Context: an optimization exercise on an open-source flow, tuned for small area, a short achievable clock period and few clock cycles. The choices shown serve that exercise and are no tape-out recipe. Where RTL was checked, it was by simulation tests only, not by an equivalence proof against the original. No activity file was given, so power comes from the tool's default toggle rates.

==> trial 28: inputs <==
==> flow/design.v (excerpt) <==
module execution (
	input  logic                     CLK,
	input  logic                     reset,
	input  logic [154:0]             issue,
	input  logic                     issue_req,
	output logic                     issue_ack,
	output logic [119:0]             result,
	output logic                     result_valid
);
make LEC_CHECK=0 ABC_CLOCK_PERIOD_IN_PS=3000 CAP_MARGIN=20 CORE_MARGIN=2 CORE_UTILIZATION=55 SETUP_SLACK_MARGIN=5 SLEW_MARGIN=20 finish   # period 10.0 ns
run.sh (not shown) runs the stock make flow with config.mk's settings and CLKGATE_MAP_FILE= SYNTH_SCRIPT=/design/flow/synth_recipe.tcl, a recipe that flattens the netlist after the stock synthesis.
==> inputs of build 58, as changes to trial 28 <==
ABC_CLOCK_PERIOD_IN_PS = default   (was 3000)
CORE_UTILIZATION = 40   (was 55)
SETUP_SLACK_MARGIN = default   (was 5)
==> inputs of trial 93, as changes to trial 28 <==
--- a/flow/design.v
+++ b/flow/design.v
@@ -52,11 +52,13 @@
 endpackage
 module operand_select (
 	input  isa_pkg::issue_t                   instr,
 	output logic [isa_pkg::DATA_WIDTH-1:0]     op1,
 	output logic [isa_pkg::DATA_WIDTH-1:0]     op2,
-	output isa_pkg::reg_addr_t                 dest
+	output isa_pkg::reg_addr_t                 dest,
+	output logic                               exp_ge,    
+	output logic [7:0]                         exp_diff   
 );
 	always_comb begin
 		unique case (instr.op1_src)
 			isa_pkg::OP1_REG_T: op1 = instr.rt_val;
 			default:            op1 = instr.rs_val;
@@ -80,10 +82,16 @@
 			isa_pkg::DEST_RT:   dest = instr.rt;
 			isa_pkg::DEST_LINK: dest = isa_pkg::LINK_REG;
 			default:            dest = instr.rd;
 		endcase
 	end
+	logic [8:0] dab;
+	logic [8:0] dba;
+	assign dab      = {1'b0, op1[30:23]} - {1'b0, op2[30:23]};
+	assign dba      = {1'b0, op2[30:23]} - {1'b0, op1[30:23]};
+	assign exp_ge   = ~dab[8];
+	assign exp_diff = exp_ge ? dab[7:0] : dba[7:0];
 endmodule
 module alu (
 	input  logic [3:0]                         op,
 	input  logic [isa_pkg::DATA_WIDTH-1:0]     a,
 	input  logic [isa_pkg::DATA_WIDTH-1:0]     b,
@@ -132,10 +140,13 @@
 module fpu (
 	input  logic        CLK,
 	input  logic [31:0] a,
 	input  logic [31:0] b,
 	input  logic        is_sub,
+	input  logic        exp_ge,    
+	input  logic [7:0]  exp_diff,  
+	input  logic [5:0]  b_next,    
 	input  logic [3:0]  mul_it,    
 	output logic [31:0] add_y,     
 	output logic [31:0] mul_y      
 );
 	function automatic logic [4:0] lzc24(input logic [23:0] x);
@@ -152,37 +163,32 @@
 	assign eff_sub = sa ^ sbe;
 	assign ea      = a[30:23];
 	assign eb      = b[30:23];
 	assign ma      = (ea == 8'd0) ? 24'd0 : {1'b1, a[22:0]};
 	assign mb      = (eb == 8'd0) ? 24'd0 : {1'b1, b[22:0]};
-	logic [8:0]  dab, dba;
-	logic        ge_e;
-	logic [7:0]  d;
 	logic [23:0] sm, shifted;
-	logic        gt, is_near;
-	logic [23:0] nx, ny0, ny, near_diff;
+	logic        is_near;
+	logic [23:0] ma1, mb1;
+	logic [24:0] x1, x2;
+	logic        sel_x1;
 	logic [23:0] r1_d;
 	logic        sign_d;
-	assign dab     = {1'b0, ea} - {1'b0, eb};
-	assign dba     = {1'b0, eb} - {1'b0, ea};
-	assign ge_e    = ~dab[8];
-	assign d       = ge_e ? dab[7:0] : dba[7:0];
-	assign sm      = ge_e ? mb : ma;
-	assign shifted = (d[7:5] != 3'd0) ? 24'd0 : (sm >> d[4:0]);
-	assign is_near = eff_sub & (d[7:1] == 7'd0);
-	assign gt        = a[30:0] >= b[30:0];
-	assign nx        = gt ? ma : mb;
-	assign ny0       = gt ? mb : ma;
-	assign ny        = d[0] ? {1'b0, ny0[23:1]} : ny0;
-	assign near_diff = nx - ny;
-	assign r1_d      = is_near ? near_diff : shifted;
-	assign sign_d    = gt ? sa : sbe;
+	assign sm      = exp_ge ? mb : ma;
+	assign shifted = (exp_diff[7:5] != 3'd0) ? 24'd0 : (sm >> exp_diff[4:0]);
+	assign is_near = eff_sub & (exp_diff[7:1] == 7'd0);
+	assign ma1     = exp_diff[0] ? {1'b0, ma[23:1]} : ma;
+	assign mb1     = exp_diff[0] ? {1'b0, mb[23:1]} : mb;
+	assign x1      = {1'b0, ma} - {1'b0, mb1};
+	assign x2      = {1'b0, mb} - {1'b0, ma1};
+	assign sel_x1  = exp_ge & (exp_diff[0] | ~x1[24]);
+	assign r1_d    = is_near ? (sel_x1 ? x1[23:0] : x2[23:0]) : shifted;
+	assign sign_d  = is_near ? (sel_x1 ? sa : sbe) : (exp_ge ? sa : sbe);
 	logic [23:0] r1;
 	logic        r1_ge, r1_near, r1_sign;
 	always_ff @(posedge CLK) begin
 		r1      <= r1_d;
-		r1_ge   <= ge_e;
+		r1_ge   <= exp_ge;
 		r1_near <= is_near;
 		r1_sign <= sign_d;
 	end
 	logic [23:0]       bg;
 	logic [7:0]        be;
@@ -215,31 +221,38 @@
 	assign n_zero = (r1 == 24'd0);
 	assign frac   = r1_near ? n_frac : f_frac;
 	assign r_exp  = r1_near ? n_exp : f_exp;
 	assign a_zero = (r1_near ? n_zero : f_zero) || (r_exp < 10'sd1);
 	assign add_y  = a_zero ? 32'd0 : {r1_sign, r_exp[7:0], frac};
+	logic [23:0] ma_r, mb_r;
+	logic [5:0]  chunk;
 	logic [23:0] ms, mc;
 	logic [5:0]  ls, lc;
-	logic [5:0]  chunk;
 	logic        first;
 	logic [23:0] s_in, c_in;
 	logic [6:0]  lo_sum;
 	logic        cin;
+	assign ma_r = {1'b1, a[22:0]};
+	assign mb_r = {1'b1, b[22:0]};
+	always_ff @(posedge CLK) begin
+		if (mul_it[0])      chunk <= mb_r[11:6];
+		else if (mul_it[1]) chunk <= mb_r[17:12];
+		else if (mul_it[2]) chunk <= mb_r[23:18];
+		else                chunk <= b_next;
+	end
 	assign first  = mul_it[0];
-	assign chunk  = ({6{mul_it[0]}} & mb[5:0])   | ({6{mul_it[1]}} & mb[11:6]) |
-	                ({6{mul_it[2]}} & mb[17:12]) | ({6{mul_it[3]}} & mb[23:18]);
 	assign s_in   = first ? 24'd0 : ms;
 	assign c_in   = first ? 24'd0 : mc;
 	assign lo_sum = {1'b0, ls} + {1'b0, lc};
 	assign cin    = ~first & lo_sum[6];
 	logic [5:0][29:0] pp;
 	logic [29:0] t_s1, t_c1, t_s2, t_c2, t_s3, t_c3, t_s4, t_c4, t_s5, t_c5, t_s6, t_c6;
 	logic [29:0] acc_s, acc_c;
 	logic [29:0] t_in, t_cn, t_ci;
 	always_comb begin
 		for (int i = 0; i < 6; i++)
-			pp[i] = {6'd0, {24{chunk[i]}} & ma} << i;
+			pp[i] = {6'd0, {24{chunk[i]}} & ma_r} << i;
 	end
 	assign t_in = {6'd0, s_in};
 	assign t_cn = {6'd0, c_in};
 	assign t_ci = {29'd0, cin};
 	assign t_s1 = pp[0] ^ pp[1] ^ pp[2];
@@ -269,11 +282,11 @@
 	logic              m_zero;
 	assign p23    = lo_sum[5];
 	assign hi     = ms + mc + {23'd0, lo_sum[6]};
 	assign m_exp  = $signed({2'b00, ea}) + $signed({2'b00, eb}) - 10'sd127 + $signed({9'd0, hi[23]});
 	assign m_frac = hi[23] ? hi[22:0] : {hi[21:0], p23};
-	assign m_zero = ~(hi[23] | hi[22]) || (m_exp < 10'sd1);
+	assign m_zero = (ea == 8'd0) || (eb == 8'd0) || (m_exp < 10'sd1);
 	assign mul_y  = m_zero ? 32'd0 : {sa ^ sb, m_exp[7:0], m_frac};
 endmodule
 module execution (
 	input  logic                     CLK,
 	input  logic                     reset,
@@ -286,15 +299,19 @@
 	isa_pkg::issue_t                  issue_in;
 	assign issue_in = issue;
 	logic [31:0]        a_in;
 	logic [31:0]        b_in;
 	isa_pkg::reg_addr_t dest_in;
+	logic               ge_in;
+	logic [7:0]         diff_in;
 	operand_select operand_select_inst (
-		.instr (issue_in),
-		.op1   (a_in),
-		.op2   (b_in),
-		.dest  (dest_in)
+		.instr    (issue_in),
+		.op1      (a_in),
+		.op2      (b_in),
+		.dest     (dest_in),
+		.exp_ge   (ge_in),
+		.exp_diff (diff_in)
 	);
 	logic       ack_r;
 	logic       valid_r;
 	logic       v_int;       
 	logic       v_add1;      
@@ -345,33 +362,43 @@
 			cap_rt   <= issue_in.rt_val;
 			cap_dest <= dest_in;
 			cap_imm8 <= issue_in.imm16[7:0];
 		end
 	end
+	logic       cap_ge;
+	logic [7:0] cap_diff;
+	always_ff @(posedge CLK) begin
+		cap_ge   <= ge_in;
+		cap_diff <= diff_in;
+	end
 	logic [31:0] alu_y;
 	logic [31:0] add_y;
 	logic [31:0] mul_y;
 	alu alu_inst (
 		.op (cap_op),
 		.a  (cap_a),
 		.b  (cap_b),
 		.y  (alu_y)
 	);
 	fpu fpu_inst (
-		.CLK    (CLK),
-		.a      (cap_a),
-		.b      (cap_b),
-		.is_sub (cap_op[0]),
-		.mul_it (v_mul[3:0]),
-		.add_y  (add_y),
-		.mul_y  (mul_y)
+		.CLK      (CLK),
+		.a        (cap_a),
+		.b        (cap_b),
+		.is_sub   (cap_op[0]),
+		.exp_ge   (cap_ge),
+		.exp_diff (cap_diff),
+		.b_next   (b_in[5:0]),
+		.mul_it   (v_mul[3:0]),
+		.add_y    (add_y),
+		.mul_y    (mul_y)
 	);
 	isa_pkg::exec_result_t result_r;
 	always_ff @(posedge CLK) begin
 		result_r.pass          <= cap_pass;
 		result_r.is_fp         <= cap_fp;
-		result_r.result        <= v_int ? alu_y : (v_add2 ? add_y : mul_y);
+		result_r.result        <= ({32{v_int}} & alu_y) | ({32{v_add2}} & add_y) |
+		                          ({32{v_mul[4]}} & mul_y);
 		result_r.store_data    <= cap_rt;
 		result_r.dest          <= cap_dest;
 		result_r.branch_target <= cap_pass.pc1 + cap_imm8;
 	end
 	assign result = result_r;
==> qor summary <==
|  | trial 93 | build 58 | trial 28 |
|---|---|---|---|
| Leakage power figure | 0.01856 uW | 0.01687 uW | 0.01798 uW |
| Area occupied by multi-input gates | 0.02457 mm^2 | 0.02289 mm^2 | 0.02423 mm^2 |
| Non-clock inverter instance count of the final layout | 338 | 310 | 313 |
| Crit path depth | 26 | 27 | 23 |
| Final layout net count | 4859 | 4537 | 4688 |
| Reg2Reg Capture Point | result_r[65] | fpu_inst.r1[22] | fpu_inst.r1[23] |
| Reg power frac | 0.160 | 0.164 | 0.144 |
| Hold-critical path endpoint | result_r[89] | result_r[43] | result_r[39] |
| WL per Instance | 25.32 um | 24.43 um | 26.57 um |
| Syn Area/Cell | 8.759 um^2 | 8.947 um^2 | 8.947 um^2 |
| HPWL Detailed | 94300 um | 97740 um | 95390 um |
| Number of clock sinks | 384 | 369 | 369 |
| Initial DRC Count | 3895 | 3003 | 4358 |
| Layout multi-input combinational cell count | 3010 | 2877 | 2883 |
| Synth Area in Adders | 0.1821 | 0.1847 | 0.1847 |
| Nets in the synthesized netlist | 4507 | 4349 | 4349 |
| Final weighted congestion in routability-driven placement | 1.051 | 1.018 | 1.022 |
| Buffering stage count on the worst path with inverters included | 9 | 3 | 3 |
| Comb power | 9640 uW | 8190 uW | 10000 uW |
| Clk. pwr | 1600 uW | 1650 uW | 1480 uW |
| Area of the core | 0.06183 mm^2 | 0.08369 mm^2 | 0.06058 mm^2 |
| Result of the run | no timing/DRC/antenna violations | no timing/DRC/antenna violations | no timing/DRC/antenna violations |
| Worst Tran Pin Value | 1.115 ns | 1.175 ns | 1.252 ns |
Testbench counts of trial 93, summed over its fixed seeds: cycles 11,255.
The RTL of trial 28 and build 58 was laid out without a check of its function.

-- re-timing with driven ports --
Ports are ideal in the flow. The routed layouts listed here were re-timed in OpenROAD. Step 1 assumes that a clkbuf_16 drives the clock port and a buf_2 every other input. Step 2 moves the port delays by t, midway between the first and last clock arrival at a register: inputs arrive t later, outputs are due t later. That takes back most of the time a late clock gives input paths. Three values: ideal ports, drivers, drivers and shift; two values: the first two.
run	t (ns)	slack for setup (ns)	worst hold slack (ns)	pins driven straight from the clock port
trial 28	0.641	4.604 / 4.604 / 4.604	0.306 / 0.306 / 0.306	1
build 58	0.676	2.605 / 2.605 / 2.605	0.299 / 0.299 / 0.299	1
trial 93	0.640	4.737 / 4.737 / 4.496	0.334 / 0.334 / 0.334	1
After both steps every run listed still meets setup and hold. For trial 93, which loses most, drivers alone change the setup slack by 0.000 ns; drivers and shift together by -0.241 ns.
